Context: an optimization exercise on an open-source flow, tuned for small area and a short achievable clock period. The choices shown serve that exercise and are no tape-out recipe.
Only simulation tests tie the RTL to the original design; equivalence was not proved.
Power and IR drop assume default switching activity.

===== flow/config.mk =====
export PLATFORM = sky130hd
export DESIGN_NAME = conv_out_ctrl
export DESIGN_NICKNAME = conv_out_ctrl
export VERILOG_FILES = /design/flow/design.v
export SDC_FILE = /design/flow/constraint.sdc
export NUM_CORES = 4
export LEC_CHECK = 0
export ABC_CLOCK_PERIOD_IN_PS = 2500
export CAP_MARGIN = 20
export CORE_MARGIN = 2
export CORE_UTILIZATION = 60
export SETUP_SLACK_MARGIN = 2.5
export SLEW_MARGIN = 60

===== flow/standard.sh =====
#!/bin/bash
# synth_recipe.tcl (not shown) runs the flow's synth.tcl, then flattens the netlist and writes it again
# the make line also repeats each setting of config.mk as NAME=value (left out here)
make -C /OpenROAD-flow-scripts/flow DESIGN_CONFIG=/design/flow/config.mk WORK_HOME=/design/flow/orfs CLKGATE_MAP_FILE= SYNTH_SCRIPT=/design/flow/synth_recipe.tcl "${@:-finish}"

===== flow/design.v =====
package conv_pkg;
  function automatic integer sq(input integer n);
    sq = n * n;
  endfunction
  function automatic integer nbits(input integer n);
    nbits = $clog2(n + 1);
  endfunction
  localparam int K_DIM  = 3;
  localparam int I_DIM  = 8;
  localparam int M_BITS = 16;
  localparam int O_DIM  = K_DIM + I_DIM - 1;
  localparam int O_SIZE = sq(O_DIM);
  localparam int O_BITS = nbits(O_DIM);
  localparam int A_BITS = nbits(O_SIZE);
  typedef enum logic [0:0] {FILL, DRAIN} out_state_t;
  typedef logic [A_BITS-1:0] addr_t;
  typedef logic [M_BITS-1:0] word_t;
  typedef logic [O_BITS-1:0] coord_t;
endpackage
module out_frame_buf (
  input  logic  clk,
  input  logic  clr,
  input  logic [conv_pkg::O_DIM-1:0]  wrow,
  input  logic [conv_pkg::O_DIM-1:0]  wcol,
  input  conv_pkg::word_t wdata,
  input  logic [conv_pkg::O_SIZE-1:0] rsel,
  output conv_pkg::word_t rdata,
  output logic  rvalid
);
  localparam int N = conv_pkg::O_DIM;
  conv_pkg::word_t             mem [0:conv_pkg::O_SIZE-1];
  logic [conv_pkg::O_SIZE-1:0] written;
  logic [conv_pkg::O_SIZE-1:0] we;
  always_comb begin
    for (int r = 0; r < N; r++)
      for (int c = 0; c < N; c++)
        we[r*N+c] = wrow[r] && wcol[c];
  end
  always_ff @(posedge clk) begin
    for (int s = 0; s < conv_pkg::O_SIZE; s++)
      if (we[s]) mem[s] <= wdata;
  end
  always_ff @(posedge clk) begin
    if (clr) written <= '0;
    else     written <= written | we;
  end
  always_comb begin
    rdata  = '0;
    rvalid = 1'b0;
    for (int s = 0; s < conv_pkg::O_SIZE; s++) begin
      rdata  = rdata  | (mem[s] & {conv_pkg::M_BITS{rsel[s]}});
      rvalid = rvalid | (written[s] & rsel[s]);
    end
  end
endmodule
module conv_out_ctrl (
  input  logic                clk,
  input  logic                rst,
  input  logic [conv_pkg::M_BITS-1:0] in_data,
  input  logic [2*conv_pkg::O_BITS-1:0] in_user,
  input  logic                in_last,
  input  logic                in_valid,
  output logic                in_ready,
  output logic [conv_pkg::M_BITS-1:0] out_data,
  output logic                out_last,
  output logic                out_valid,
  input  logic                out_ready,
  output logic                err_range,
  output logic                err_miss
);
  localparam int N = conv_pkg::O_DIM;
  logic            drain_q;       
  logic            fill_q;        
  logic [conv_pkg::O_SIZE-1:0] rsel_q;  
  logic            last_q;        
  logic            shown_valid_q; 
  conv_pkg::word_t dout_q;        
  logic [N-1:0]    wrow_q, wcol_q;
  conv_pkg::word_t wdata_q;
  conv_pkg::coord_t row, col;
  logic [N-1:0]    wrow, wcol;
  logic            acc, in_range, in_hit0, pend_hit;
  conv_pkg::word_t rdata;
  logic            rvalid;
  logic            hs_out, done, advance;
  assign row = in_user[2*conv_pkg::O_BITS-1:conv_pkg::O_BITS];
  assign col = in_user[conv_pkg::O_BITS-1:0];
  assign acc = in_valid && !drain_q;
  always_comb begin
    for (int i = 0; i < N; i++) begin
      wrow[i] = acc && (row == conv_pkg::coord_t'(i));
      wcol[i] = (col == conv_pkg::coord_t'(i));
    end
  end
  assign in_range = (row < conv_pkg::coord_t'(N)) && (col < conv_pkg::coord_t'(N));
  assign in_hit0  = wrow[0] && wcol[0];
  assign pend_hit = wrow_q[0] && (drain_q ? wcol_q[1] : wcol_q[0]);
  assign hs_out  = drain_q && out_ready;
  assign done    = hs_out && last_q;
  assign advance = (acc && in_last) || hs_out;
  always_ff @(posedge clk) begin
    if (rst) begin
      wrow_q <= '0;
    end else begin
      wrow_q <= wrow;
    end
    wcol_q  <= wcol;
    wdata_q <= in_data;
  end
  out_frame_buf u_buf (
    .clk    (clk),
    .clr    (rst || done),
    .wrow   (wrow_q),
    .wcol   (wcol_q),
    .wdata  (wdata_q),
    .rsel   (rsel_q),
    .rdata  (rdata),
    .rvalid (rvalid)
  );
  always_ff @(posedge clk) begin
    if (rst || done) begin
      drain_q <= 1'b0;
      fill_q  <= 1'b1;
      rsel_q  <= {{(conv_pkg::O_SIZE-1){1'b0}}, 1'b1};
    end else begin
      if (acc && in_last) begin
        drain_q <= 1'b1;
        fill_q  <= 1'b0;
      end
      if (advance) rsel_q <= {rsel_q[conv_pkg::O_SIZE-2:0], rsel_q[conv_pkg::O_SIZE-1]};
    end
  end
  always_ff @(posedge clk) begin
    if (!drain_q || out_ready) begin
      dout_q        <= in_hit0 ? in_data : pend_hit ? wdata_q : (rvalid ? rdata : '0);
      shown_valid_q <= in_hit0 || pend_hit || rvalid;
      last_q        <= drain_q && rsel_q[conv_pkg::O_SIZE-1];
    end
  end
  assign in_ready  = fill_q;
  assign out_valid = drain_q;
  assign out_data  = dout_q;
  assign out_last  = last_q;
  always_ff @(posedge clk) begin
    if (rst) begin
      err_range <= 1'b0;
      err_miss  <= 1'b0;
    end else begin
      if (acc && !in_range)
        err_range <= 1'b1;
      if (hs_out && !shown_valid_q)
        err_miss <= 1'b1;
    end
  end
endmodule

===== flow/constraint.sdc =====
create_clock -name core_clock -period 5.5 [get_ports {clk}]
set_input_delay 1.1000 -clock core_clock [delete_from_list [all_inputs] [get_ports {clk}]]
set_output_delay 1.1000 -clock core_clock [all_outputs]
set_load 0.01 [all_outputs]

===== flow/flow/run.sh =====
#!/bin/bash
# Standard ORFS layout, except that the port buffers start as buf_4
# (resizable within the buf footprint) instead of the default pick.
set -euo pipefail
bash standard.sh BUFFER_PORTS_ARGS="-buffer_cell sky130_fd_sc_hd__buf_4" finish > orfs_make.log 2>&1

==> results of run 1 <==
## report_power, final
part	internal (mW)	switching [mW]
registers	15.3	0.0970
clock network	6.72	5.25
logic	0.129	0.473
total	22.2	5.82
## flip-flops by register name (all words and copies together), names as in the netlist, 10 cells and up
name and flops:
wcol_q 10, wrow_q 10, u_buf.written 100, dout_q 16, u_buf.mem 1600, wdata_q 16
rsel_q 100
## path summary, 6_finish.rpt
path         slack, ns         end  depth (start not counted)  startpoint
max               2.25   dout_q[6]                          7  rsel_q[50]
min               0.39  wdata_q[9]                          1  in_data[9]
max reg2reg       2.25   dout_q[6]                          7  rsel_q[50]
min reg2reg       0.47      fill_q                          1      fill_q
## layout by cell type, fill, tap and decap left out, drive strengths merged, types with 4 or more instances in the layout
master / synthesis / layout
nand4: 137 / 137
buf: 48 / 378
a31oi: 16 / 16
a22oi: 536 / 536
nor3: 27 / 27
a221oi: 157 / 157
clkbuf: 204 / 304
edfxtp: 1618 / 1618
nand3: 85 / 85
diode: 0 / 23
nand2b: 7 / 7
inv: 0 / 5
dlymetal6s2s: 0 / 4
nor2: 232 / 232
nand2: 224 / 224
dfxtp: 240 / 240
a22o: 157 / 157
and2: 103 / 103
clkinv: 0 / 27
nor4: 35 / 35
a21oi: 101 / 101
## final cells by class
cell class              instances  area share (%)
diodes                         23         0.07485
well taps                    1414           2.301
flip-flops and latches       1858           69.60
multi-input cells            1827           15.75
clock buffers                 293           6.927
clock inverters                35          0.3320
repair buffers                393           5.015
## per-layer routing
metal | part of all wire, % | track usage (%) | vias up
li1 | - | - | 16570
met1 | 29 | 69.30 | 24110
met2 | 38 | 74.75 | 6822
met3 | 21 | 34.19 | 1873
met4 | 11 | 46.90 | 32
met5 | 0.17 | 1.867 | -
## stage by stage
| stage | setup WS [ns] | hold WS [ns] | area, µm² |
|---|---|---|---|
| final | 2.246 | 0.3945 | 76890 |
| after global routing | 2.453 | 0.4041 | 76840 |
| after CTS | 2.510 | 0.3872 | 76160 |
| after detailed placement | 1.929 | 0.4595 | 70450 |
| after global placement | 1.487 | 0.4403 | 69110 |
| after floorplan | 3.123 | 0.4406 | 65870 |
## cells by family (layout without fill, tap and decap cells)
kind of cell,Yosys count,after routing
simple gates,855,855
mux,1,1
buf+inv,252,721
compound gates,971,971
other cells,0,23
flops,1858,1858
## what timing repair did
item                                    4_1_cts  5_1_grt
pin swaps                                     8       12
endpoints found under the setup margin       17       10
gates resized for setup                      24       37
setup buffers                                 0        5
==> results by group, run 1 <==
Global route
  – Largest net degree at the start of global routing: 98
  – GRT Residual Overflow: 0
  – Vias in the first global route: 43,420
  – First-pass GRT wire length: 414.2 mm
  – Initial antenna violation count: 29
  – Total track usage: 57.95%

Logic synthesis
  – Post-synthesis mux area share: 0.01710%
  – Register area share after synthesis: 81.06%
  – Synth Area in Compound Gates: 11.26%
  – Synth Area in Simple Gates: 6.198%
  – Top FF cell, synth: edfxtp_1
  – Mean post-synth cell area: 16.73 µm²
  – Synth cell count leaders: 1,618 x edfxtp_1, 536 x a22oi_1, 240 x dfxtp_1
  – Leading area contributor after synthesis: edfxtp_1
  – Largest cells by area after synthesis: edfxtp_1 74%, dfxtp_1 7.3%, a22oi_1 6.1%, a22o_1 2.1%, a221oi_1 2.1%
  – Yosys cell types: 29
  – XOR/XNOR share of the synthesized area: 0%
  – Largest family of logic cells by synthesized area: compound AO/OA/AOI/OAI gates
  – YS warnings: 3
  – Synth Cell Area: 65,870 µm²
  – #FFs+latches synth: 1,858
  – Most common cell in the netlist: edfxtp_1
  – Syn nets: 3,966
  – Async S/R FF share, synth: 0%
  – Post-synth EDFFs: 1,618
  – Synth Area in Adders: 0%
  – Synth Instances: 3,937
  – Top-area cell type share of the netlist area: 73.77%

STA
  – # setup viols final: 0
  – Final Cycle Share: 59.16%
  – TNS Setup: 0 ns
  – Worst rel slew slack: 51.28%
  – Unrepaired setup endpoints after global routing: yes
  – Final Skew: 0.02707 ns
  – Min Tclk post-route: 3.254 ns
  – Fin. Hold Viols: 0
  – Worst-margin pin slew: 0.7307 ns
  – Slew Limit Fails: 0
  – Highest clock rate: 307.3 MHz

CTS
  – Clock Sinks: 1,858
  – Clock latency at the later pin of the worst-skew pair: 0.82 ns
  – Number of CTS-inserted buffers: 178
  – Clock transition at path regs: 0.06 ns
  – CTS Root Cell: clkbuf_16
  – Max H-tree Level: 4
  – TritonCTS clock tree: yes
  – Clock tree buffer depth: 3
  – Hold_buf cts: 0

Power
  – Peak VDD IR: 329.1 µV
  – PD cells: 364.0 nW/µm²
  – Total power: 27.99 mW
  – Leakage: 24.86 nW

Critical path
  – CP endpoint kind: register
  – WS Path Type: reg2reg
  – CP dominant cell by count: nand3_1
  – Worst path bufs/invs: 1
  – Slowest-stage cell, CP: nor4_2
  – Crit path cell chain: buf_4, a22oi_1, nand4_1, nor4_2, nand3_1, nand3_1, a31oi_1
  – Arr. time, crit path: 3.81 ns
  – Max incr delay on CP: 0.59 ns
  – Largest delay share family, worst path: simple AND/OR/NAND/NOR gates
  – Worst-path fanout max: 18
  – Worst EP required: 6.06 ns
  – Startpoint Class: register

Floorplan
  – Die ar.: 112,400 µm²
  – Chip Width: 335.3 µm
  – Initial Utilization: 60.51%
  – Core box area: 108,900 µm²
  – IO Count: 50
  – Die height: 335.3 µm
  – Site Rows: 121

Routing
  – Final WL: 327.7 mm
  – Via count: 49,410
  – Vias/cell: 8.456
  – Post-route ant nets: 0
  – DRC: 0
  – Initial DRC count: 13,030
  – WL/cell: 56.09 µm
  – First-pass DRT Iterations: 13

Layout
  – Layout cells sized above 1: 17.95%
  – Area growth, synth to finish: 16.74%
  – FF/Latch Area: 53,520 µm²
  – Area occupied by multi-input gates: 12,110 µm²
  – Final Non-Filler Cells: 5,843
  – # fillers: 6,998
  – # nets final: 4,287
  – Final Core Density: 70.64%

Place
  – Routability congestion estimate: 1.069
  – DP Cell Count: 5,460
  – Hpwl dp: 199.2 mm
  – I/O Buffers: 49

Hold path
  – HP Class: in2reg

Status
  – Status: finished clean

Run
  – Max cap viols: 0
==> run 2: changes to the inputs <==
--- a/flow/design.v
+++ b/flow/design.v
@@ -23,7 +23,8 @@
   input  logic [conv_pkg::O_DIM-1:0]  wrow,
   input  logic [conv_pkg::O_DIM-1:0]  wcol,
   input  conv_pkg::word_t wdata,
-  input  logic [conv_pkg::O_SIZE-1:0] rsel,
+  input  logic [conv_pkg::O_DIM-1:0]  rrow,
+  input  logic [conv_pkg::O_DIM/2-1:0][conv_pkg::O_DIM-1:0] rcsel,
   output conv_pkg::word_t rdata,
   output logic  rvalid
 );
@@ -44,12 +45,22 @@
     if (clr) written <= '0;
     else     written <= written | we;
   end
+  conv_pkg::word_t row_data [0:N-1];
+  logic [N-1:0]    row_valid;
   always_comb begin
+    for (int r = 0; r < N; r++) begin
+      row_data[r]  = '0;
+      row_valid[r] = 1'b0;
+      for (int c = 0; c < N; c++) begin
+        row_data[r]  = row_data[r]  | (mem[r*N+c] & {conv_pkg::M_BITS{rcsel[r/2][c]}});
+        row_valid[r] = row_valid[r] | (written[r*N+c] & rcsel[r/2][c]);
+      end
+    end
     rdata  = '0;
     rvalid = 1'b0;
-    for (int s = 0; s < conv_pkg::O_SIZE; s++) begin
-      rdata  = rdata  | (mem[s] & {conv_pkg::M_BITS{rsel[s]}});
-      rvalid = rvalid | (written[s] & rsel[s]);
+    for (int r = 0; r < N; r++) begin
+      rdata  = rdata  | (row_data[r] & {conv_pkg::M_BITS{rrow[r]}});
+      rvalid = rvalid | (row_valid[r] & rrow[r]);
     end
   end
 endmodule
@@ -71,10 +82,15 @@
   localparam int N = conv_pkg::O_DIM;
   logic            drain_q;       
   logic            fill_q;        
-  logic [conv_pkg::O_SIZE-1:0] rsel_q;  
+  logic [N-1:0]    rrow_q;        
+  logic [N-1:0]    rcol_q;        
+  logic [N/2-1:0][N-1:0] rcsel_q; 
+  logic [N-1:0]    rrow_n, rcol_n;
   logic            last_q;        
   logic            shown_valid_q; 
   conv_pkg::word_t dout_q;        
+  conv_pkg::word_t dout_h_q;      
+  logic            last_h_q;      
   logic [N-1:0]    wrow_q, wcol_q;
   conv_pkg::word_t wdata_q;
   conv_pkg::coord_t row, col;
@@ -113,29 +129,49 @@
     .wrow   (wrow_q),
     .wcol   (wcol_q),
     .wdata  (wdata_q),
-    .rsel   (rsel_q),
+    .rrow   (rrow_q),
+    .rcsel  (rcsel_q),
     .rdata  (rdata),
     .rvalid (rvalid)
   );
+  always_comb begin
+    rrow_n = rrow_q;
+    rcol_n = rcol_q;
+    if (rst || done) begin
+      rrow_n = {{(N-1){1'b0}}, 1'b1};
+      rcol_n = {{(N-1){1'b0}}, 1'b1};
+    end else if (advance) begin
+      rcol_n = {rcol_q[N-2:0], rcol_q[N-1]};
+      if (rcol_q[N-1]) rrow_n = {rrow_q[N-2:0], rrow_q[N-1]};
+    end
+  end
   always_ff @(posedge clk) begin
+    rrow_q <= rrow_n;
+    rcol_q <= rcol_n;
+    for (int g = 0; g < N/2; g++)
+      rcsel_q[g] <= rcol_n & {N{rrow_n[2*g] || rrow_n[2*g+1]}};
     if (rst || done) begin
       drain_q <= 1'b0;
       fill_q  <= 1'b1;
-      rsel_q  <= {{(conv_pkg::O_SIZE-1){1'b0}}, 1'b1};
-    end else begin
-      if (acc && in_last) begin
-        drain_q <= 1'b1;
-        fill_q  <= 1'b0;
-      end
-      if (advance) rsel_q <= {rsel_q[conv_pkg::O_SIZE-2:0], rsel_q[conv_pkg::O_SIZE-1]};
+    end else if (acc && in_last) begin
+      drain_q <= 1'b1;
+      fill_q  <= 1'b0;
     end
   end
+  logic            load;
+  conv_pkg::word_t dout_n;
+  logic            last_n;
+  assign load   = !drain_q || out_ready;
+  assign dout_n = in_hit0 ? in_data : pend_hit ? wdata_q : (rvalid ? rdata : '0);
+  assign last_n = drain_q && rrow_q[N-1] && rcol_q[N-1];
   always_ff @(posedge clk) begin
-    if (!drain_q || out_ready) begin
-      dout_q        <= in_hit0 ? in_data : pend_hit ? wdata_q : (rvalid ? rdata : '0);
+    if (load) begin
+      dout_h_q      <= dout_n;
+      last_h_q      <= last_n;
       shown_valid_q <= in_hit0 || pend_hit || rvalid;
-      last_q        <= drain_q && rsel_q[conv_pkg::O_SIZE-1];
     end
+    dout_q <= load ? dout_n : dout_h_q;
+    last_q <= load ? last_n : last_h_q;
   end
   assign in_ready  = fill_q;
   assign out_valid = drain_q;
--- a/flow/config.mk
+++ b/flow/config.mk
@@ -5,9 +5,8 @@
 export SDC_FILE = /design/flow/constraint.sdc
 export NUM_CORES = 4
 export LEC_CHECK = 0
-export ABC_CLOCK_PERIOD_IN_PS = 2500
 export CAP_MARGIN = 20
 export CORE_MARGIN = 2
 export CORE_UTILIZATION = 60
-export SETUP_SLACK_MARGIN = 2.5
+export SETUP_SLACK_MARGIN = 3.0
 export SLEW_MARGIN = 60
==> run 2 against run 1 <==
Effect of this change: power shrank 0.68%; first-iteration DRC count shrank 61%; final cell count shrank 7.3%; critical endpoint is now out_data[15]; highest routed layer unchanged.
==> results by group, run 2 <==
STA
  – Final Cycle Share: 46.81% (-12 points)
  – Worst rel slew slack: 54.73% (+3.4 points)
  – Worst-margin pin slew: 0.6790 ns (-0.05169 ns)
  – Min Tclk post-route: 2.575 ns (-0.6792 ns)
  – Fin. Hold Viols: 0 (unchanged)
  – Unrepaired setup endpoints after global routing: yes
  – Slew Limit Fails: 0 (unchanged)
  – Hold_ws: 0.4621 ns (+0.06769 ns)
  – # setup viols final: 0 (unchanged)
  – Highest clock rate: 388.4 MHz (+26%)
  – TNS Setup: 0 ns (unchanged)
  – Final Skew: 0.02172 ns (-0.005348 ns)

Layout
  – Largest registers: u_buf.mem x1600, u_buf.written x100, rcsel_q x50
  – Most frequent cells in the layout: 1,618 x edfxtp_1, 644 x a22oi_1, 186 x clkbuf_16, 166 x dfxtp_1, 141 x a22o_1
  – Commonest non-fill, non-tap cell in the layout: edfxtp_1
  – Final Core Density: 69.31% (-1.3 points)
  – Area growth, synth to finish: 15.00%
  – Reg with most FFs: u_buf.mem
  – Max reg flops: 1,600 (unchanged)
  – Finished Cell Area: 75,140 µm² (-2.3%)
  – Layout cells sized above 1: 16.81% (-1.1 points)
  – # nets final: 3,883 (-9.4%)

Hold path
  – Hold path cells: 1 (unchanged)
  – Worst hold start: in_data[9]
  – HP Class: in2reg
  – Worst Hold Endpoint: wdata_q[9]

Logic synthesis
  – #FFs+latches synth: 1,828 (-1.6%)
  – Yosys cell types: 36 (+24%)
  – Leading area contributor after synthesis: edfxtp_1
  – Syn nets: 3,777 (-4.8%)
  – Mean post-synth cell area: 17.43 µm² (+4.2%)
  – Top FF cell, synth: edfxtp_1
  – Post-synth EDFFs: 1,618 (unchanged)
  – Async S/R FF share, synth: 0% (unchanged)
  – Register area share after synthesis: 80.80% (-0.26 points)
  – YS warnings: 4 (+1)
  – Largest cells by area after synthesis: edfxtp_1 74%, a22oi_1 7.5%, dfxtp_1 6.4%, a22o_1 2.0%, and2_1 1.3%
  – Synth Instances: 3,748 (-4.8%)
  – Top-area cell type share of the netlist area: 74.37% (+0.60 points)
  – Synth cell count leaders: 1,618 x edfxtp_1, 654 x a22oi_1, 210 x dfxtp_1
  – Most common cell in the netlist: edfxtp_1
  – Synth Cell Area: 65,340 µm² (-0.81%)

Global route
  – First-pass GRT wire length: 263.9 mm (-36%)
  – Largest net degree at the start of global routing: 83 (-15%)
  – Initial antenna violation count: 13 (-55%)
  – Vias in the first global route: 35,960 (-17%)
  – GRT Residual Overflow: 0 (unchanged)
  – Total track usage: 33.47% (-24 points)

Power
  – Peak VDD IR: 342.2 µV (+4.0%)
  – PD cells: 369.9 nW/µm² (+1.6%)
  – Leakage: 24.24 nW (-2.5%)
  – Total power: 27.80 mW (-0.68%)

Routing
  – Post-route ant nets: 0 (unchanged)
  – First-pass DRT Iterations: 5 (-8)
  – Vias/cell: 6.939 (-18%)
  – Highest routed layer: met5
  – Initial DRC count: 5,049 (-61%)
  – WL/cell: 34.63 µm (-38%)
  – DRC: 0 (unchanged)
  – Via count: 37,570 (-24%)
  – Met3 wire length: 20.28 mm (-71%)
  – Metal1 wirelength: 74.46 mm (-23%)
  – Final WL: 187.5 mm (-43%)
  – Met2 wire length: 86.20 mm (-31%)

Status
  – Status: finished clean

Place
  – Hpwl dp: 106.8 mm (-46%)
  – Routability congestion estimate: 0.9239 (-14%)
  – I/O Buffers: 49 (unchanged)
  – Placed Area: 67,950 µm² (-3.6%)

Critical path
  – Slowest-stage cell, CP: edfxtp_1
  – FF-to-FF path depth: 7 (unchanged)
  – Arr. time, crit path: 1.47 ns (-2.34 ns)
  – FF-to-FF End: dout_h_q[9]
  – Worst path bufs/invs: 1 (unchanged)
  – CP endpoint kind: output port
  – Startpoint Class: register
  – Largest delay share family, worst path: flip-flops
  – Worst-path fanout max: 1 (-17)
  – R2r startpoint: rcsel_q[46]
  – Max incr delay on CP: 0.51 ns (-0.08 ns)
  – R2R setup slack: 3.01 ns (+0.76 ns)
  – Worst EP required: 4.40 ns (-1.66 ns)
  – WS Path Type: reg2out
  – Crit path cell chain: buf_6

Run
  – Max cap viols: 0 (unchanged)

CTS
  – Clock tree buffer depth: 3 (unchanged)
  – Clock Sinks: 1,828 (-1.6%)
  – Clock latency at the later pin of the worst-skew pair: 0.79 ns (-0.03 ns)
  – Clock transition at path regs: 0.06 ns (about the same)
  – Max H-tree Level: 4 (unchanged)
  – TritonCTS clock tree: yes
  – Number of CTS-inserted buffers: 175 (-1.7%)
  – CTS Root Cell: clkbuf_16

Floorplan
  – Die height: 334.0 µm (-0.40%)
  – Initial Utilization: 60.27% (-0.24 points)
  – Chip Width: 334.0 µm (-0.40%)
  – Site Rows: 121 (unchanged)
  – Core box area: 108,400 µm² (-0.42%)
  – Die ar.: 111,500 µm² (-0.80%)
  – IO Count: 50 (unchanged)
-- run 2: where the power goes --
part	total [mW]	internal [mW]	switching, mW	leakage (nW)
Sequential	15.2	15.1	0.0920	16.3
Clock	12.1	7.14	4.97	2.83
Combinational	0.491	0.142	0.349	5.10
-- run 2: cell type report --
class	count	area, µm²
flip-flops and latches	1828	52940
well taps	1414	1769
multi-input cells	1665	12290
fillers	6891	33260
inverters	5	18.77
repair buffers	179	2321
clock buffers	240	4888
diodes	3	7.507
clock inverters	80	905.9
-- run 2: worst max path at each step --
| stage | cells past startpoint | from | endpoint | slack [ns] |
|---|---|---|---|---|
| after floorplan | 8 | in_valid | rcsel_q[9] | 3.05 |
| after global placement | 6 | in_user[0] | dout_h_q[9] | 1.74 |
| after detailed placement | 7 | in_valid | rcsel_q[2] | 1.86 |
| after CTS | 1 | dout_h_q[2] | out_data[2] | 2.93 |
| after global routing | 1 | dout_h_q[2] | out_data[2] | 2.91 |
| final | 1 | dout_h_q[15] | out_data[15] | 2.93 |
-- run 2: per-layer routing --
metal  global-route usage (%)  up-vias
li1                         -    15620
met1                    48.05    19390
met2                    50.68     2196
met3                    8.042      346
met4                    12.10       12
met5                        0        -
-- run 2: logic make-up (layout without fill, tap and decap cells) --
kind of cell / after synthesis / after routing / synth area share [%]
buf+inv: 255 / 504 / 1.597
flops: 1828 / 1828 / 80.80
compound gates: 1117 / 1117 / 12.98
other cells: 0 / 3 / 0
mux: 20 / 20 / 0.3064
simple gates: 528 / 528 / 4.318
-- run 2: timing repair --
action | CTS | global route
setup buffers | 8 | 6
hold buffers | 0 | 0
setup endpoints to repair | 85 | 65
pin swaps | 34 | 54
gates cloned | 0 | 3
gates resized for setup | 120 | 120
-- run 2: per-stage QoR --
stage | std cells | setup slack, ns
3_3_place_gp | 5030 | 1.741
4_1_cts | 5389 | 2.927
3_5_place_dp | 5061 | 1.859
5_1_grt | 5411 | 2.910
2_1_floorplan | 3748 | 3.047
6_report | 5414 | 2.925
==> run 3: changes to the inputs <==
--- a/flow/design.v
+++ b/flow/design.v
@@ -170,8 +170,13 @@
       last_h_q      <= last_n;
       shown_valid_q <= in_hit0 || pend_hit || rvalid;
     end
-    dout_q <= load ? dout_n : dout_h_q;
-    last_q <= load ? last_n : last_h_q;
+    if (rst) begin
+      dout_q <= '0;
+      last_q <= 1'b0;
+    end else begin
+      dout_q <= load ? dout_n : dout_h_q;
+      last_q <= load ? last_n : last_h_q;
+    end
   end
   assign in_ready  = fill_q;
   assign out_valid = drain_q;
==> run 3 against run 2 <==
Effect of this change: final cell count grew 4.3%; register-to-register slack lost 0.17 ns; highest routed layer unchanged; synthesized area grew 1.2%; die area grew 1.2%.
==> results by group, run 3 <==
Layout
  – Finished Cell Area: 75,660 µm² (+0.69%)
  – Most frequent cells in the layout: 1,601 x edfxtp_1, 780 x a22oi_1, 190 x dfxtp_1, 188 x clkbuf_16, 160 x nand2_1
  – Commonest non-fill, non-tap cell in the layout: edfxtp_1
  – Layout cells sized above 1: 16.45% (-0.36 points)
  – # nets final: 4,085 (+5.2%)
  – Max reg flops: 1,600 (unchanged)
  – Area growth, synth to finish: 14.43%
  – Reg with most FFs: u_buf.mem
  – Largest registers: u_buf.mem x1600, u_buf.written x100, rcsel_q x50

STA
  – Final WS setup: 2.842 ns (-0.08385 ns)
  – Worst rel slew slack: 54.87% (+0.14 points)
  – # setup viols final: 0 (unchanged)
  – Min Tclk post-route: 2.658 ns (+0.08385 ns)
  – Final Skew: 0.02196 ns (+0.0002347 ns)
  – Hold_ws: 0.4365 ns (-0.02560 ns)
  – Fin. Hold Viols: 0 (unchanged)
  – Slew Limit Fails: 0 (unchanged)
  – TNS Setup: 0 ns (unchanged)
  – Worst-margin pin slew: 0.6724 ns (-0.006662 ns)
  – Highest clock rate: 376.2 MHz (-3.2%)
  – Final Cycle Share: 48.33% (+1.5 points)
  – Unrepaired setup endpoints after global routing: yes

CTS
  – Clock Sinks: 1,845 (+0.93%)
  – Clock latency at the later pin of the worst-skew pair: 0.79 ns (about the same)
  – CTS Root Cell: clkbuf_16
  – TritonCTS clock tree: yes
  – Clock transition at path regs: 0.07 ns (about the same)
  – Hold_buf cts: 0 (unchanged)
  – Max H-tree Level: 4 (unchanged)
  – Number of CTS-inserted buffers: 179 (+2.3%)
  – Clock tree buffer depth: 3 (unchanged)

Routing
  – WL/cell: 34.49 µm (-0.42%)
  – Vias/cell: 6.946 (about the same)
  – Initial DRC count: 6,252 (+24%)
  – Via count: 39,230 (+4.4%)
  – Final WL: 194.8 mm (+3.9%)
  – First-pass DRT Iterations: 6 (+1)
  – DRC: 0 (unchanged)
  – Post-route ant nets: 0 (unchanged)

Critical path
  – R2r startpoint: rcsel_q[11]
  – CP endpoint kind: register
  – WS Path Type: reg2reg
  – R2R setup slack: 2.84 ns (-0.17 ns)
  – Arr. time, crit path: 3.30 ns (+1.83 ns)
  – FF-to-FF End: dout_q[9]
  – FF-to-FF path depth: 8 (+1)
  – CP startpoint: rcsel_q[11]
  – Worst EP required: 6.14 ns (+1.74 ns)
  – Worst-path fanout max: 18 (+17)
  – Startpoint Class: register

Status
  – Status: finished clean

Power
  – Total power: 28.17 mW (+1.4%)
  – Peak VDD IR: 360.2 µV (+5.3%)
  – PD cells: 372.4 nW/µm² (+0.67%)
  – Leakage: 24.74 nW (+2.1%)

Logic synthesis
  – Largest cells by area after synthesis: edfxtp_1 73%, a22oi_1 8.9%, dfxtp_1 7.4%, and2_1 1.3%, clkbuf_1 1.2%
  – Synth cell count leaders: 1,601 x edfxtp_1, 782 x a22oi_1, 244 x dfxtp_1
  – Mean post-synth cell area: 16.73 µm² (-4.1%)
  – YS warnings: 4 (unchanged)
  – Top-area cell type share of the netlist area: 72.72% (-1.6 points)
  – Async S/R FF share, synth: 0% (unchanged)
  – Yosys cell types: 39 (+8.3%)
  – Register area share after synthesis: 80.10% (-0.70 points)
  – Synth Cell Area: 66,110 µm² (+1.2%)
  – Top FF cell, synth: edfxtp_1
  – Most common cell in the netlist: edfxtp_1
  – Leading area contributor after synthesis: edfxtp_1
  – Syn nets: 3,982 (+5.4%)
  – Post-synth EDFFs: 1,601 (-1.1%)
  – #FFs+latches synth: 1,845 (+0.93%)
  – Synth Instances: 3,953 (+5.5%)

Hold path
  – HP Class: in2reg
  – Worst Hold Endpoint: wdata_q[10]
  – Worst hold start: in_data[10]
  – Hold path cells: 1 (unchanged)

Global route
  – GRT Residual Overflow: 0 (unchanged)
  – First-pass GRT wire length: 272.6 mm (+3.3%)
  – Initial antenna violation count: 13 (unchanged)
  – Vias in the first global route: 36,930 (+2.7%)
  – Largest net degree at the start of global routing: 86 (+3.6%)
  – Total track usage: 34.48% (+1.0 points)

Place
  – I/O Buffers: 49 (unchanged)
  – Pre-CTS setup slack: 2.141 ns (+0.2818 ns)
  – Routability congestion estimate: 0.9185 (-0.58%)
  – Placed Area: 68,850 µm² (+1.3%)
  – Hpwl dp: 114.0 mm (+6.7%)

Floorplan
  – Die ar.: 112,900 µm² (+1.2%)
  – Chip Width: 336.0 µm (+0.59%)
  – IO Count: 50 (unchanged)
  – Initial Utilization: 60.65% (+0.38 points)
  – Die height: 336.0 µm (+0.59%)
  – Site Rows: 121 (unchanged)
  – Core box area: 109,000 µm² (+0.56%)

Run
  – Max cap viols: 0 (unchanged)
==> run 3: metal layers <==
metal,GRT usage (%),vias to the layer above,share of wire [%]
li1,-,16240,-
met1,50.11,20170,40
met2,51.64,2489,45
met3,8.697,330,12
met4,11.48,10,3.1
met5,0,-,0.029
==> run 3: cells by family (layout without fill, tap and decap cells) <==
logic type | after synthesis | count (layout) | synth area share, %
DFF | 1845 | 1845 | 80.10
and+or+nand+nor | 662 | 662 | 5.051
other | 0 | 21 | 0
muxes | 20 | 20 | 0.3028
buffers and inverters | 260 | 520 | 1.595
AOI/OAI and AO/OA | 1166 | 1166 | 12.95
==> run 3: worst max-delay path by stage <==
stage,end
2_1_floorplan,dout_q[10]
3_3_place_gp,rcsel_q[4]
3_5_place_dp,rcsel_q[4]
4_1_cts,dout_q[11]
5_1_grt,dout_q[8]
6_report,dout_q[9]
==> run 3: power breakdown <==
part / switching, mW / internal (mW)
combinational: 0.363 / 0.138
sequential: 0.0733 / 15.2
clock: 5.12 / 7.28
==> run 3: critical path, cell delays in order (launching register included) <==
cell and delay [ns]:
dfxtp_1 0.30, buf_4 0.24, buf_16 0.22, a22oi_1 0.17
nand2_1 0.08, o21ai_1 0.37, nand4_1 0.64, nor3_2 0.36
o41ai_1 0.12
==> run 3: area by class of cell <==
type                       count  area [µm²]
tap                         1414        1769
clock buffer                 261        5167
sequential                  1845       53130
antenna                       21       52.55
inverter                       3       11.26
multi-input combinational   1848       12630
fill                        7040       33350
timing repair buffer         179        2071
clock inverter                77       828.3
==> run 3: what timing repair did <==
item,CTS,global route
cloned,0,3
setup buffers,2,4
pin swaps,8,13
setup endpoints to repair,91,34
resized for setup,41,77
==> run 3: through the flow <==
| step | util [%] | cells |
|---|---|---|
| 4_1_cts | 68.77 | 5608 |
| 3_3_place_gp | 62.31 | 5243 |
| 6_report | 69.41 | 5648 |
| 2_1_floorplan | - | 3953 |
| 5_1_grt | 69.37 | 5631 |
| 3_5_place_dp | 63.17 | 5268 |
==> run 4: changes to the inputs <==
--- a/flow/config.mk
+++ b/flow/config.mk
@@ -8,5 +8,5 @@
 export CAP_MARGIN = 20
 export CORE_MARGIN = 2
 export CORE_UTILIZATION = 60
-export SETUP_SLACK_MARGIN = 3.0
+export SETUP_SLACK_MARGIN = 3.15
 export SLEW_MARGIN = 60
==> run 4 against run 3 <==
Effect of this change: via count grew 1.1%; worst setup slack gained 0.13 ns; critical path depth grew 1; global-route usage grew 0.59 points; maximum frequency grew 5.0%; combinational power grew 12%; largest cell class unchanged; largest power group unchanged; highest routed layer unchanged.
==> results by group, run 4 <==
Status
  – Status: finished clean

STA
  – Highest clock rate: 395.1 MHz (+5.0%)
  – Final Cycle Share: 46.01% (-2.3 points)
  – # setup viols final: 0 (unchanged)
  – Worst rel slew slack: 56.51% (+1.6 points)
  – Worst-margin pin slew: 0.6524 ns (-0.01998 ns)
  – Slew Limit Fails: 0 (unchanged)
  – Unrepaired setup endpoints after global routing: yes
  – Fin. Hold Viols: 0 (unchanged)
  – TNS Setup: 0 ns (unchanged)
  – Min Tclk post-route: 2.531 ns (-0.1276 ns)
  – Final Skew: 0.02280 ns (+0.0008410 ns)
  – Hold_ws: 0.4580 ns (+0.02146 ns)

Global route
  – Total track usage: 35.07% (+0.59 points)
  – GRT Residual Overflow: 0 (unchanged)
  – First-pass GRT wire length: 276.9 mm (+1.6%)
  – Initial antenna violation count: 14 (+1)
  – Largest net degree at the start of global routing: 82 (-4.7%)
  – Vias in the first global route: 37,320 (+1.1%)

Critical path
  – Crit path cell chain: buf_12, buf_12, buf_2, a22oi_1, nand3_1, o21ai_2, nand4_1, nor3_2, o41ai_1
  – Worst EP required: 6.11 ns (-0.03 ns)
  – Slowest-stage cell, CP: nor3_2
  – Arr. time, crit path: 3.15 ns (-0.15 ns)
  – CP endpoint kind: register
  – Worst-path fanout max: 6 (-12)
  – CP dominant cell by count: buf_12
  – R2r startpoint: rcsel_q[1]
  – Largest delay share family, worst path: simple AND/OR/NAND/NOR gates
  – Startpoint Class: register
  – Crit path depth: 9 (+1)
  – Worst path bufs/invs: 3 (+1)
  – R2R setup slack: 2.97 ns (+0.13 ns)
  – FF-to-FF path depth: 9 (+1)
  – WS Path Type: reg2reg
  – FF-to-FF End: dout_q[10]
  – Max incr delay on CP: 0.43 ns (-0.21 ns)

Power
  – PD cells: 363.0 nW/µm² (-2.5%)
  – Clk network pwr share: 42.7% (-1.3 points)
  – Logic pwr share: 2.0% (+0.2 points)
  – Internal power: 22.20 mW (-1.9%)
  – Sw Share: 19.74% (+0.023 points)
  – Peak VDD IR: 303.8 µV (-16%)
  – Sequential power share: 55.3% (+1.1 points)
  – P_sw: 5.461 mW (-1.7%)
  – Leakage: 24.88 nW (+0.56%)

Routing
  – Highest routed layer: met5
  – Met2 wire length: 90.07 mm (+1.9%)
  – Vias/cell: 7.013 (+0.96%)
  – Via count: 39,660 (+1.1%)
  – Met3 wire length: 23.33 mm (+0.24%)
  – First-pass DRT Iterations: 6 (unchanged)
  – DRC: 0 (unchanged)
  – Final WL: 198.7 mm (+2.0%)
  – Metal1 wirelength: 78.15 mm (+1.6%)
  – Initial DRC count: 5,532 (-12%)
  – Post-route ant nets: 0 (unchanged)
  – WL/cell: 35.13 µm (+1.9%)

Layout
  – Reg with most FFs: u_buf.mem
  – Commonest non-fill, non-tap cell in the layout: edfxtp_1
  – Most frequent cells in the layout: 1,601 x edfxtp_1, 769 x a22oi_1, 192 x dfxtp_1, 190 x clkbuf_16, 160 x nand2_1
  – Layout cells sized above 1: 17.80% (+1.3 points)
  – Area growth, synth to finish: 15.25%
  – # fillers: 7,016 (-0.34%)
  – Max reg flops: 1,600 (unchanged)
  – Largest registers: u_buf.mem x1600, u_buf.written x100, rcsel_q x50
  – # nets final: 4,106 (+0.51%)

CTS
  – Clock tree buffer depth: 3 (unchanged)
  – Hold_buf cts: 0 (unchanged)
  – Number of CTS-inserted buffers: 178 (-0.56%)
  – Max H-tree Level: 4 (unchanged)
  – Clock transition at path regs: 0.06 ns (about the same)
  – Clock latency at the later pin of the worst-skew pair: 0.78 ns (about the same)
  – Clock Sinks: 1,845 (unchanged)
  – TritonCTS clock tree: yes
  – CTS Root Cell: clkbuf_16

Logic synthesis
  – Syn nets: 3,982 (unchanged)
  – Synth Instances: 3,953 (unchanged)
  – Register area share after synthesis: 80.10% (unchanged)
  – Mean post-synth cell area: 16.73 µm² (unchanged)
  – #FFs+latches synth: 1,845 (unchanged)
  – Most common cell in the netlist: edfxtp_1
  – Async S/R FF share, synth: 0% (unchanged)
  – Top FF cell, synth: edfxtp_1
  – Post-synth EDFFs: 1,601 (unchanged)
  – YS warnings: 4 (unchanged)
  – Leading area contributor after synthesis: edfxtp_1
  – Largest cells by area after synthesis: edfxtp_1 73%, a22oi_1 8.9%, dfxtp_1 7.4%, and2_1 1.3%, clkbuf_1 1.2%
  – Synth cell count leaders: 1,601 x edfxtp_1, 782 x a22oi_1, 244 x dfxtp_1
  – Top-area cell type share of the netlist area: 72.72% (unchanged)
  – Synth Cell Area: 66,110 µm² (unchanged)
  – Yosys cell types: 39 (unchanged)

Run
  – Max cap viols: 0 (unchanged)

Hold path
  – Worst Hold Endpoint: wdata_q[0]
  – Worst hold start: in_data[0]
  – Hold path cells: 1 (unchanged)
  – HP Class: in2reg

Floorplan
  – Core box area: 109,000 µm² (unchanged)
  – Initial Utilization: 60.65% (unchanged)
  – IO Count: 50 (unchanged)
  – Site Rows: 121 (unchanged)
  – Die height: 336.0 µm (unchanged)
  – Chip Width: 336.0 µm (unchanged)
  – Die ar.: 112,900 µm² (unchanged)

Place
  – Routability congestion estimate: 0.8763 (-4.6%)
  – Hpwl dp: 112.5 mm (-1.3%)
  – I/O Buffers: 49 (unchanged)
-- run 4: worst register-to-register path: cells and delay by family, from the launching register on --
family          cells  cell delay (ns)
compound gates      3             0.67
buf+inv             3             0.45
flops               1             0.36
simple gates        3             0.92
-- run 4: cells by family (layout without fill, tap and decap cells) --
| kind of cell | Yosys count | in the layout | share of synthesized area [%] |
|---|---|---|---|
| flops | 1845 | 1845 | 80.10 |
| compound gates | 1166 | 1166 | 12.95 |
| buf+inv | 260 | 538 | 1.595 |
| mux | 20 | 20 | 0.3028 |
| other cells | 0 | 10 | 0 |
| simple gates | 662 | 662 | 5.051 |
-- run 4: area by class of cell --
type | instances | area [µm²] | share of cell area (%)
sequential | 1845 | 53120 | 69.71
multi-input combinational | 1848 | 13180 | 17.30
clock buffer | 272 | 5211 | 6.839
timing repair buffer | 201 | 2420 | 3.176
tap | 1414 | 1769 | 2.322
clock inverter | 62 | 457.9 | 0.6010
antenna | 10 | 25.02 | 0.03284
inverter | 3 | 11.26 | 0.01478
-- run 4: power groups by stage --
stage | Combinational (mW) | Clock, mW | Sequential, mW
2_1_floorplan | 0.125 | 0 | 15.6
3_3_place_gp | 0.417 | 0 | 15.6
3_5_place_dp | 0.478 | 0 | 15.6
4_1_cts | 0.515 | 11.9 | 15.3
5_1_grt | 0.578 | 12.5 | 15.3
6_report | 0.559 | 11.8 | 15.3
-- run 4: worst max-delay path by stage --
stage | from | to | slack, ns
floorplan | in_user[0] | dout_q[10] | 3.06
global placement | rcsel_q[3] | dout_h_q[7] | 1.92
detailed placement | in_valid | rcsel_q[3] | 2.27
CTS | err_miss | err_miss | 3.06
global route | rcsel_q[31] | dout_q[6] | 3.01
finish | rcsel_q[1] | dout_q[10] | 2.97
-- run 4: timing repair --
action,in CTS,in global routing
gates resized for setup,202,104
gates cloned,6,1
pin swaps,32,44
setup endpoints to repair,64,41
setup buffers,24,10
-- run 4: routing by layer --
layer	GRT usage, %	vias to the layer above
met5	0	-
met1	51.25	20430
met3	7.843	358
met2	52.90	2629
met4	11.79	10
li1	-	16230
-- run 4: metrics by stage --
step	worst slack (ns)	instances	util [%]	power [mW]	instance area [µm²]
final	2.969	5655	69.90	27.66	76190
after global routing	3.008	5645	69.88	28.31	76170
after CTS	3.063	5627	69.19	27.69	75420
after detailed placement	2.271	5263	63.00	16.06	68670
after global placement	1.918	5252	62.40	16.01	68020
after floorplan	3.060	3953	-	15.76	66170
==> run 5: changes to the inputs <==
--- a/flow/config.mk
+++ b/flow/config.mk
@@ -8,5 +8,6 @@
 export CAP_MARGIN = 20
 export CORE_MARGIN = 2
 export CORE_UTILIZATION = 60
-export SETUP_SLACK_MARGIN = 3.15
+export PLACE_DENSITY = 0.8
+export SETUP_SLACK_MARGIN = 3.1
 export SLEW_MARGIN = 60
==> run 5 against run 4 <==
Effect of this change: first-iteration DRC count is 43% higher; global-route usage is 2.4 points lower; synthesized cell count stayed put; power is 0.77% lower; clock power hardly changed; worst hold slack worse by 0.027 ns.
==> results by group, run 5 <==
Status
  – Status: finished clean

Floorplan
  – IO Count: 50 (unchanged)
  – Initial Utilization: 60.65% (unchanged)
  – Die ar.: 112,900 µm² (unchanged)
  – Site Rows: 121 (unchanged)
  – Chip Width: 336.0 µm (unchanged)
  – Die height: 336.0 µm (unchanged)
  – Core box area: 109,000 µm² (unchanged)

Place
  – Hpwl dp: 106.2 mm (-5.5%)
  – DP Cell Count: 5,254 (-0.17%)
  – I/O Buffers: 49 (unchanged)
  – Routability congestion estimate: 0.9656 (+10%)

STA
  – Final Cycle Share: 46.60% (+0.58 points)
  – Slew Limit Fails: 0 (unchanged)
  – Worst-margin pin slew: 0.8595 ns (+0.2071 ns)
  – TNS Setup: 0 ns (unchanged)
  – Unrepaired setup endpoints after global routing: yes
  – Hold_ws: 0.4307 ns (-0.02729 ns)
  – Final Skew: 0.04443 ns (+0.02163 ns)
  – Worst rel slew slack: 42.09% (-14 points)
  – Highest clock rate: 390.2 MHz (-1.3%)
  – Min Tclk post-route: 2.563 ns (+0.03209 ns)
  – # setup viols final: 0 (unchanged)
  – Fin. Hold Viols: 0 (unchanged)

CTS
  – Clock transition at path regs: 0.07 ns (about the same)
  – Hold_buf cts: 0 (unchanged)
  – TritonCTS clock tree: yes
  – Max H-tree Level: 4 (unchanged)
  – CTS Root Cell: clkbuf_16
  – Clock Sinks: 1,845 (unchanged)
  – Clock latency at the later pin of the worst-skew pair: 0.82 ns (+0.04 ns)
  – Clock tree buffer depth: 3 (unchanged)
  – Number of CTS-inserted buffers: 171 (-3.9%)

Layout
  – Final Non-Filler Cells: 5,621 (-0.60%)
  – Commonest non-fill, non-tap cell in the layout: edfxtp_1
  – Final Core Density: 68.96% (-0.94 points)
  – Max reg flops: 1,600 (unchanged)
  – Largest registers: u_buf.mem x1600, u_buf.written x100, rcsel_q x50
  – Layout cells sized above 1: 16.54% (-1.3 points)
  – Area growth, synth to finish: 13.70%
  – Reg with most FFs: u_buf.mem
  – # nets final: 4,072 (-0.83%)
  – Most frequent cells in the layout: 1,601 x edfxtp_1, 774 x a22oi_1, 185 x dfxtp_1, 177 x clkbuf_16, 160 x nand2_1

Power
  – Logic pwr share: 1.7% (-0.3 points)
  – Sw Share: 20.39% (+0.64 points)
  – PD cells: 365.2 nW/µm² (+0.59%)
  – Leakage: 24.45 nW (-1.7%)
  – Sequential power share: 55.7% (+0.4 points)
  – Peak VDD IR: 246.6 µV (-19%)
  – Clk network pwr share: 42.5% (-0.2 points)
  – Total power: 27.45 mW (-0.77%)
  – Internal power: 21.85 mW (-1.6%)
  – P_sw: 5.596 mW (+2.5%)

Routing
  – WL/cell: 33.54 µm (-4.5%)
  – Post-route ant nets: 0 (unchanged)
  – Via count: 40,590 (+2.3%)
  – First-pass DRT Iterations: 9 (+3)
  – Vias/cell: 7.221 (+3.0%)
  – Initial DRC count: 7,931 (+43%)
  – DRC: 0 (unchanged)
  – Final WL: 188.6 mm (-5.1%)

Critical path
  – Startpoint Class: register
  – Crit path cell chain: buf_12, a22oi_1, nand3_1, o21ai_1, nand4_1, nor3_2, o41ai_1
  – Arr. time, crit path: 3.22 ns (+0.07 ns)
  – Worst EP required: 6.16 ns (+0.05 ns)
  – CP endpoint kind: register
  – WS Path Type: reg2reg
  – Worst-path fanout max: 29 (+23)
  – Max incr delay on CP: 0.53 ns (+0.10 ns)
  – Slowest-stage cell, CP: nand4_1

Logic synthesis
  – Synth Cell Area: 66,110 µm² (unchanged)
  – Synth Instances: 3,953 (unchanged)
  – #FFs+latches synth: 1,845 (unchanged)
  – Leading area contributor after synthesis: edfxtp_1
  – Async S/R FF share, synth: 0% (unchanged)
  – Mean post-synth cell area: 16.73 µm² (unchanged)
  – Synth cell count leaders: 1,601 x edfxtp_1, 782 x a22oi_1, 244 x dfxtp_1
  – YS warnings: 4 (unchanged)
  – Most common cell in the netlist: edfxtp_1
  – Yosys cell types: 39 (unchanged)
  – Post-synth EDFFs: 1,601 (unchanged)
  – Largest cells by area after synthesis: edfxtp_1 73%, a22oi_1 8.9%, dfxtp_1 7.4%, and2_1 1.3%, clkbuf_1 1.2%
  – Syn nets: 3,982 (unchanged)
  – Top FF cell, synth: edfxtp_1
  – Top-area cell type share of the netlist area: 72.72% (unchanged)
  – Register area share after synthesis: 80.10% (unchanged)

Global route
  – Vias in the first global route: 38,750 (+3.8%)
  – GRT Residual Overflow: 0 (unchanged)
  – Initial antenna violation count: 20 (+6)
  – Total track usage: 32.69% (-2.4 points)
  – First-pass GRT wire length: 264.6 mm (-4.4%)
  – Largest net degree at the start of global routing: 101 (+23%)

Hold path
  – HP Class: in2reg

Run
  – Max cap viols: 0 (unchanged)
==> run 5: changes by cell type in the layout (fill, tap and decap cells not counted), moves of 9 or more <==
cell and delta:
and2_2 +28, and2_4 -28, clkbuf_1 -20, o21ai_0 +14
o21ai_2 -14, o31ai_1 +14, clkbuf_16 -13, clkinv_2 +13
buf_4 -10, o31ai_4 -9
==> run 5: per-stage QoR <==
stage	setup slack (ns)	instance area, µm²
global route	2.964	75140
floorplan	3.059	66140
global placement	2.158	67910
detailed placement	2.294	68500
finish	2.937	75170
CTS	3.074	74280
==> run 5: worst paths after layout <==
path / from / end / slack (ns) / cells past startpoint
setup / recovery: rcsel_q[14] / dout_q[6] / 2.94 / 7
hold / removal: in_data[1] / wdata_q[1] / 0.43 / 1
setup reg to reg: rcsel_q[14] / dout_q[6] / 2.94 / 7
hold reg to reg: u_buf.written[19] / u_buf.written[19] / 0.47 / 1
==> run 5: layer usage <==
layer / part of all wire (%) / track usage (%) / vias to the layer above
met5: 0.025 / 0 / -
met4: 4.8 / 15.46 / 8
met3: 16 / 10.88 / 602
met2: 46 / 48.93 / 3617
met1: 34 / 43.65 / 20220
li1: - / - / 16150
==> run 5: worst max-delay path, delay by kind of cell, from the launching register on <==
| family | cells | cell delay, ns |
|---|---|---|
| AND/OR/NAND/NOR | 3 | 1.08 |
| flip-flops | 1 | 0.38 |
| buffers and inverters | 1 | 0.20 |
| AO/OA/AOI/OAI | 3 | 0.75 |
==> run 5: kinds of logic (layout without fill, tap and decap cells) <==
logic type | after synthesis | after routing | synth area share (%)
AOI/OAI and AO/OA | 1166 | 1166 | 12.95
buffers and inverters | 260 | 498 | 1.595
DFF | 1845 | 1845 | 80.10
muxes | 20 | 20 | 0.3028
other | 0 | 16 | 0
and+or+nand+nor | 662 | 662 | 5.051
==> run 5: cell type report <==
type,count,area (µm²)
Sequential cell,1845,53140
Clock inverter,88,782.0
Antenna cell,16,40.04
Clock buffer,233,4717
Fill cell,6381,33840
Timing Repair Buffer,174,1994
Tap cell,1414,1769
Multi-Input combinational cell,1848,12720
Inverter,3,11.26
==> run 5: power by group through the flow <==
stage / Sequential [mW] / Clock (mW) / Combinational, mW
after floorplan: 15.6 / 0 / 0.123
after global placement: 15.6 / 0 / 0.341
after detailed placement: 15.6 / 0 / 0.419
after CTS: 15.3 / 11.6 / 0.430
after global routing: 15.3 / 12.2 / 0.494
final: 15.3 / 11.7 / 0.480
==> run 5: what timing repair did <==
item / CTS / global route
gates resized for setup: 92 / 122
pin swaps: 12 / 30
gates cloned: 0 / 2
setup buffers: 4 / 14
setup endpoints to repair: 60 / 40
endpoints found under the hold margin: 0 / 0
==> run 6: changes to the inputs <==
--- a/flow/design.v
+++ b/flow/design.v
@@ -170,13 +170,8 @@
       last_h_q      <= last_n;
       shown_valid_q <= in_hit0 || pend_hit || rvalid;
     end
-    if (rst) begin
-      dout_q <= '0;
-      last_q <= 1'b0;
-    end else begin
-      dout_q <= load ? dout_n : dout_h_q;
-      last_q <= load ? last_n : last_h_q;
-    end
+    dout_q <= load ? dout_n : dout_h_q;
+    last_q <= load ? last_n : last_h_q;
   end
   assign in_ready  = fill_q;
   assign out_valid = drain_q;
--- a/flow/config.mk
+++ b/flow/config.mk
@@ -8,6 +8,5 @@
 export CAP_MARGIN = 20
 export CORE_MARGIN = 2
 export CORE_UTILIZATION = 60
-export PLACE_DENSITY = 0.8
-export SETUP_SLACK_MARGIN = 3.1
+export SETUP_SLACK_MARGIN = 3.05
 export SLEW_MARGIN = 60
==> run 6 against run 5 <==
Effect of this change: clock power hardly changed; core utilization is 0.80 points higher; sequential share of layout area down 0.69 points; power increased by 0.37%; critical path depth is 6 lower; global-route usage is 0.71 points higher; synthesized area is 1.2% lower; non-clock buffer count increased by 23; worst hold slack improved by 0.028 ns; clock-buffer cell count rose by 14; synthesized cell count fell by 5.2%; critical path type is now reg2out; highest routed layer unchanged.
==> results by group, run 6 <==
Place
  – Hpwl dp: 106.1 mm (-0.12%)
  – I/O Buffers: 49 (unchanged)
  – Routability congestion estimate: 0.9033 (-6.5%)
  – DP Cell Count: 5,066 (-3.6%)

Routing
  – Initial DRC count: 5,482 (-31%)
  – First-pass DRT Iterations: 8 (-1)
  – Via count: 37,860 (-6.7%)
  – Post-route ant nets: 0 (unchanged)
  – Vias/cell: 6.952 (-3.7%)
  – WL/cell: 35.02 µm (+4.4%)
  – DRC: 0 (unchanged)
  – Final WL: 190.7 mm (+1.1%)

Logic synthesis
  – Async S/R FF share, synth: 0% (unchanged)
  – Syn nets: 3,777 (-5.1%)
  – Largest cells by area after synthesis: edfxtp_1 74%, a22oi_1 7.5%, dfxtp_1 6.4%, a22o_1 2.0%, and2_1 1.3%
  – Yosys cell types: 36 (-7.7%)
  – Synth Instances: 3,748 (-5.2%)
  – Synth cell count leaders: 1,618 x edfxtp_1, 654 x a22oi_1, 210 x dfxtp_1
  – Register area share after synthesis: 80.80% (+0.70 points)
  – Post-synth EDFFs: 1,618 (+1.1%)
  – Mean post-synth cell area: 17.43 µm² (+4.2%)
  – #FFs+latches synth: 1,828 (-0.92%)
  – Most common cell in the netlist: edfxtp_1
  – Leading area contributor after synthesis: edfxtp_1
  – Synth Cell Area: 65,340 µm² (-1.2%)
  – YS warnings: 4 (unchanged)
  – Top-area cell type share of the netlist area: 74.37% (+1.6 points)
  – Top FF cell, synth: edfxtp_1

Critical path
  – CP endpoint kind: output port
  – Largest delay share family, worst path: flip-flops
  – Worst EP required: 4.40 ns (-1.76 ns)
  – Worst-path fanout max: 2 (-93%)
  – FF-to-FF path depth: 7 (unchanged)
  – Arr. time, crit path: 1.50 ns (-1.72 ns)
  – R2r startpoint: rcsel_q[31]
  – Crit path cell chain: buf_6
  – Max incr delay on CP: 0.53 ns (about the same)
  – Slowest-stage cell, CP: edfxtp_1
  – WS Path Type: reg2out
  – Worst path bufs/invs: 1 (unchanged)
  – R2R setup slack: 2.96 ns (+0.02 ns)
  – FF-to-FF End: dout_h_q[6]
  – Startpoint Class: register

STA
  – Highest clock rate: 384.8 MHz (-1.4%)
  – Worst rel slew slack: 44.18% (+2.1 points)
  – Slew Limit Fails: 0 (unchanged)
  – Final Skew: 0.02281 ns (-0.02162 ns)
  – Min Tclk post-route: 2.598 ns (+0.03561 ns)
  – # setup viols final: 0 (unchanged)
  – Fin. Hold Viols: 0 (unchanged)
  – TNS Setup: 0 ns (unchanged)
  – Final Cycle Share: 47.24% (+0.65 points)
  – Worst-margin pin slew: 0.8374 ns (-0.02212 ns)
  – Unrepaired setup endpoints after global routing: yes

Layout
  – # fillers: 6,875 (+7.7%)
  – # nets final: 3,902 (-4.2%)
  – Reg with most FFs: u_buf.mem
  – Final Non-Filler Cells: 5,446 (-3.1%)
  – Area growth, synth to finish: 15.75%
  – Layout cells sized above 1: 17.69% (+1.2 points)
  – Max reg flops: 1,600 (unchanged)
  – Most frequent cells in the layout: 1,618 x edfxtp_1, 637 x a22oi_1, 192 x clkbuf_16, 168 x dfxtp_1, 138 x a22o_1
  – Commonest non-fill, non-tap cell in the layout: edfxtp_1
  – Largest registers: u_buf.mem x1600, u_buf.written x100, rcsel_q x50

Hold path
  – HP Class: in2reg
  – Worst Hold Endpoint: wdata_q[0]
  – Hold path cells: 1 (unchanged)
  – Worst hold start: in_data[0]

CTS
  – TritonCTS clock tree: yes
  – Clock tree buffer depth: 3 (unchanged)
  – CTS Root Cell: clkbuf_16
  – Clock transition at path regs: 0.06 ns (about the same)
  – Clock latency at the later pin of the worst-skew pair: 0.78 ns (-0.04 ns)
  – Max H-tree Level: 4 (unchanged)
  – Clock Sinks: 1,828 (-0.92%)
  – Number of CTS-inserted buffers: 175 (+2.3%)
  – Hold_buf cts: 0 (unchanged)

Floorplan
  – Core box area: 108,400 µm² (-0.56%)
  – Die ar.: 111,500 µm² (-1.2%)
  – IO Count: 50 (unchanged)
  – Initial Utilization: 60.27% (-0.38 points)
  – Chip Width: 334.0 µm (-0.58%)
  – Die height: 334.0 µm (-0.58%)
  – Site Rows: 121 (unchanged)

Status
  – Status: finished clean

Power
  – PD cells: 364.3 nW/µm² (-0.23%)
  – Total power: 27.55 mW (+0.37%)
  – Leakage: 24.41 nW (-0.15%)
  – Peak VDD IR: 307.2 µV (+25%)

Global route
  – Total track usage: 33.39% (+0.71 points)
  – Largest net degree at the start of global routing: 73 (-28%)
  – Initial antenna violation count: 13 (-35%)
  – GRT Residual Overflow: 0 (unchanged)
  – Vias in the first global route: 35,900 (-7.3%)
  – First-pass GRT wire length: 262.9 mm (-0.65%)

Run
  – Max cap viols: 0 (unchanged)
-- run 6: what timing repair did --
item,4_1_cts,5_1_grt
gates cloned,0,9
endpoints found under the setup margin,46,63
resized for setup,131,188
pin swaps,42,80
setup buffers,3,26
-- run 6: area by class of cell --
type	instances	area, µm²	area share, %
diodes	12	30.03	0.03971
clock buffers	247	4982	6.588
flip-flops and latches	1828	52940	70.01
multi-input cells	1666	12560	16.60
clock inverters	77	723.2	0.9563
repair buffers	197	2603	3.441
well taps	1414	1769	2.339
inverters	5	18.77	0.02482
-- run 6: how the worst max path moves through the flow --
stage	startpoint	to	slack [ns]	cells past startpoint
final	last_h_q	out_last	2.90	1
after global routing	last_h_q	out_last	2.90	1
after CTS	last_h_q	out_last	2.91	1
after detailed placement	in_valid	rcsel_q[5]	2.24	8
after global placement	in_user[0]	dout_h_q[1]	1.73	6
after floorplan	in_valid	rcsel_q[9]	3.07	8
-- run 6: cells by family (layout without fill, tap and decap cells) --
logic type | count (synthesis) | count (layout) | share of synthesized area (%)
AND/OR/NAND/NOR | 528 | 529 | 4.318
buffers and inverters | 255 | 526 | 1.597
AO/OA/AOI/OAI | 1117 | 1117 | 12.98
multiplexers | 20 | 20 | 0.3064
flip-flops | 1828 | 1828 | 80.80
other | 0 | 12 | 0
-- run 6: per-layer routing --
layer	track usage, %	routed length, µm	vias up
li1	-	-	15690
met1	48.45	74750	19550
met2	51.09	88200	2292
met3	7.051	21640	323
met4	11.30	6060	6
met5	0	45	-
-- run 6: stage by stage --
stage | hold WS, ns | cell area (µm²) | util (%) | setup slack [ns]
floorplan | 0.4410 | 65340 | - | 3.073
global placement | 0.4465 | 67090 | 61.89 | 1.732
detailed placement | 0.4536 | 67980 | 62.71 | 2.237
CTS | 0.4201 | 74190 | 68.44 | 2.912
global route | 0.4405 | 75600 | 69.74 | 2.898
finish | 0.4590 | 75620 | 69.76 | 2.902
-- run 6: power breakdown --
| part | total (mW) | switching (mW) | leakage (nW) | internal (mW) |
|---|---|---|---|---|
| clock network | 11.9 | 4.91 | 2.79 | 6.95 |
| registers | 15.2 | 0.0949 | 16.3 | 15.1 |
| logic | 0.500 | 0.357 | 5.31 | 0.142 |
| total | 27.6 | 5.36 | 24.4 | 22.2 |
==> run 7: changes to the inputs <==
--- a/flow/config.mk
+++ b/flow/config.mk
@@ -7,6 +7,6 @@
 export LEC_CHECK = 0
 export CAP_MARGIN = 20
 export CORE_MARGIN = 2
-export CORE_UTILIZATION = 60
-export SETUP_SLACK_MARGIN = 3.05
+export CORE_UTILIZATION = 68
+export SETUP_SLACK_MARGIN = 3.0
 export SLEW_MARGIN = 60
==> run 7 against run 6 <==
Effect of this change: sequential power barely moved; sequential cell count unchanged; core utilization grew 9.1 points; largest power group unchanged.
==> results by group, run 7 <==
STA
  – Highest clock rate: 373.8 MHz (-2.9%)
  – Worst-margin pin slew: 0.6636 ns (-0.1738 ns)
  – TNS Setup: 0 ns (unchanged)
  – Worst rel slew slack: 55.76% (+12 points)
  – Slew Limit Fails: 0 (unchanged)
  – Unrepaired setup endpoints after global routing: yes
  – Final Skew: 0.01989 ns (-0.002916 ns)
  – # setup viols final: 0 (unchanged)
  – Final Cycle Share: 48.63% (+1.4 points)
  – Fin. Hold Viols: 0 (unchanged)
  – Final WS setup: 2.825 ns (-0.07645 ns)
  – Min Tclk post-route: 2.675 ns (+0.07645 ns)

Layout
  – Max reg flops: 1,600 (unchanged)
  – Layout cells sized above 1: 17.04% (-0.65 points)
  – Largest registers: u_buf.mem x1600, u_buf.written x100, rcsel_q x50
  – Most frequent cells in the layout: 1,618 x edfxtp_1, 646 x a22oi_1, 188 x clkbuf_16, 166 x dfxtp_1, 140 x a22o_1
  – Area growth, synth to finish: 14.89%
  – # fillers: 4,905 (-29%)
  – Final Non-Filler Cells: 5,280 (-3.0%)
  – # nets final: 3,892 (-0.26%)
  – Final Core Density: 78.89% (+9.1 points)
  – Reg with most FFs: u_buf.mem
  – Commonest non-fill, non-tap cell in the layout: edfxtp_1

Hold path
  – Worst Hold Endpoint: wdata_q[3]
  – Hold path cells: 1 (unchanged)
  – HP Class: in2reg
  – Worst hold start: in_data[3]

Logic synthesis
  – Yosys cell types: 36 (unchanged)
  – YS warnings: 4 (unchanged)
  – Top-area cell type share of the netlist area: 74.37% (unchanged)
  – Async S/R FF share, synth: 0% (unchanged)
  – Leading area contributor after synthesis: edfxtp_1
  – #FFs+latches synth: 1,828 (unchanged)
  – Post-synth EDFFs: 1,618 (unchanged)
  – Syn nets: 3,777 (unchanged)
  – Synth cell count leaders: 1,618 x edfxtp_1, 654 x a22oi_1, 210 x dfxtp_1
  – Most common cell in the netlist: edfxtp_1
  – Mean post-synth cell area: 17.43 µm² (unchanged)
  – Synth Cell Area: 65,340 µm² (unchanged)
  – Synth Instances: 3,748 (unchanged)
  – Register area share after synthesis: 80.80% (unchanged)
  – Largest cells by area after synthesis: edfxtp_1 74%, a22oi_1 7.5%, dfxtp_1 6.4%, a22o_1 2.0%, and2_1 1.3%
  – Top FF cell, synth: edfxtp_1

Floorplan
  – Die ar.: 98,580 µm² (-12%)
  – Die height: 314.0 µm (-6.0%)
  – Site Rows: 113 (-6.6%)
  – Core box area: 95,150 µm² (-12%)
  – IO Count: 50 (unchanged)
  – Chip Width: 314.0 µm (-6.0%)
  – Initial Utilization: 68.66% (+8.4 points)

Critical path
  – Arr. time, crit path: 3.18 ns (+1.68 ns)
  – FF-to-FF End: dout_h_q[13]
  – WS Path Type: reg2reg
  – R2R setup slack: 2.83 ns (-0.13 ns)
  – Worst-path fanout max: 11 (+9)
  – Startpoint Class: register
  – FF-to-FF path depth: 8 (+1)
  – CP endpoint kind: register
  – Worst EP required: 6.01 ns (+1.61 ns)
  – R2r startpoint: rcsel_q[24]

Routing
  – First-pass DRT Iterations: 6 (-2)
  – Via count: 38,670 (+2.1%)
  – Vias/cell: 7.324 (+5.3%)
  – Post-route ant nets: 0 (unchanged)
  – DRC: 0 (unchanged)
  – Final WL: 185.4 mm (-2.8%)
  – Initial DRC count: 6,378 (+16%)
  – WL/cell: 35.12 µm (+0.30%)

Power
  – PD cells: 366.4 nW/µm² (+0.58%)
  – Leakage: 24.30 nW (-0.46%)
  – Peak VDD IR: 307.4 µV (about the same)

Place
  – Hpwl dp: 102.6 mm (-3.3%)
  – Routability congestion estimate: 0.8910 (-1.4%)
  – Pre-CTS setup slack: 1.850 ns (-0.3875 ns)
  – DP Cell Count: 4,913 (-3.0%)
  – I/O Buffers: 49 (unchanged)

CTS
  – Hold_buf cts: 0 (unchanged)
  – Max H-tree Level: 4 (unchanged)
  – Clock Sinks: 1,828 (unchanged)
  – Clock tree buffer depth: 3 (unchanged)
  – CTS Root Cell: clkbuf_16
  – Clock transition at path regs: 0.06 ns (about the same)
  – TritonCTS clock tree: yes
  – Number of CTS-inserted buffers: 173 (-1.1%)
  – Clock latency at the later pin of the worst-skew pair: 0.78 ns (about the same)

Global route
  – Met1 global-route usage: 52.12% (+3.7 points)
  – Gr busiest metal: met2
  – Initial antenna violation count: 10 (-3)
  – Global routing usage on met3: 9.269% (+2.2 points)
  – First-pass GRT wire length: 258.1 mm (-1.8%)
  – Total track usage: 37.14% (+3.7 points)
  – Vias in the first global route: 36,780 (+2.5%)
  – GR Util met2: 56.41% (+5.3 points)
  – Largest net degree at the start of global routing: 92 (+26%)
  – GRT Residual Overflow: 0 (unchanged)

Run
  – Max cap viols: 0 (unchanged)

Status
  – Status: finished clean
-- run 7: cell counts after synthesis --
No cell type changed its count.
-- run 7: kinds of logic (layout without fill, tap and decap cells) --
group                  after synthesis  count (layout)  share of synthesized area [%]
AOI/OAI and AO/OA                 1117            1117                          12.98
DFF                               1828            1828                          80.80
muxes                               20              20                         0.3064
and+or+nand+nor                    528             528                          4.318
buffers and inverters              255             515                          1.597
other                                0               7                              0
-- run 7: critical path, stage by stage, from the launching register on --
cell and delay (ns):
dfxtp_2 0.34, buf_12 0.15, buf_12 0.15, a22o_1 0.21, a221oi_1 0.35, nand4_1 0.30
a22o_1 0.34, nor4_4 0.44, o31ai_1 0.12
-- run 7: per-stage QoR --
stage	hold slack [ns]	power (mW)	area (µm²)
finish	0.4456	27.50	75060
global route	0.4266	28.11	75040
CTS	0.4062	27.50	74120
detailed placement	0.4433	15.92	67810
global placement	0.4350	15.84	66840
floorplan	0.4410	15.63	65340
-- run 7: layout make-up --
cell class / instances / area [µm²] / share of cell area [%]
flip-flops and latches: 1828 / 52910 / 70.49
multi-input cells: 1665 / 12350 / 16.45
clock buffers: 230 / 4816 / 6.416
repair buffers: 190 / 2540 / 3.384
well taps: 1265 / 1583 / 2.109
clock inverters: 90 / 832.0 / 1.108
inverters: 5 / 18.77 / 0.02500
diodes: 7 / 17.52 / 0.02334
-- run 7: timing repair --
action / CTS / global route
pin swaps: 44 / 51
buffers inserted: 4 / 17
endpoints found under the setup margin: 85 / 48
gates resized for setup: 142 / 106
cloned: 2 / 9
endpoints found under the hold margin: 0 / 0
-- run 7: how the worst max path moves through the flow --
stage,from,endpoint,cells after the start
5_1_grt,rcsel_q[31],dout_h_q[7],7
3_3_place_gp,in_valid,rcsel_q[27],7
2_1_floorplan,in_valid,rcsel_q[9],8
3_5_place_dp,in_valid,rcsel_q[45],7
6_report,rcsel_q[24],dout_h_q[13],8
4_1_cts,last_h_q,out_last,1
-- run 7: metal layers --
layer  vias to the layer above  share of wire [%]  routed length [µm]
li1                      15620                  -                   -
met1                     19470                 36               66230
met2                      3101                 46               85400
met3                       471                 14               25440
met4                         8                4.5                8321
met5                         -              0.026                  48
-- run 7: power by group --
group | switching [mW] | total (mW) | internal (mW)
registers | 0.0948 | 15.2 | 15.1
logic | 0.348 | 0.500 | 0.152
clock network | 4.96 | 11.8 | 6.85

Re-timed with assumed drivers on the ports (clkbuf_16 on the clock, buf_2 on other inputs), run 7 has 2.825 ns of setup slack against 2.825 ns with ideal ports, and 2.348 ns once port delays also move by the mid clock arrival of 0.849 ns.
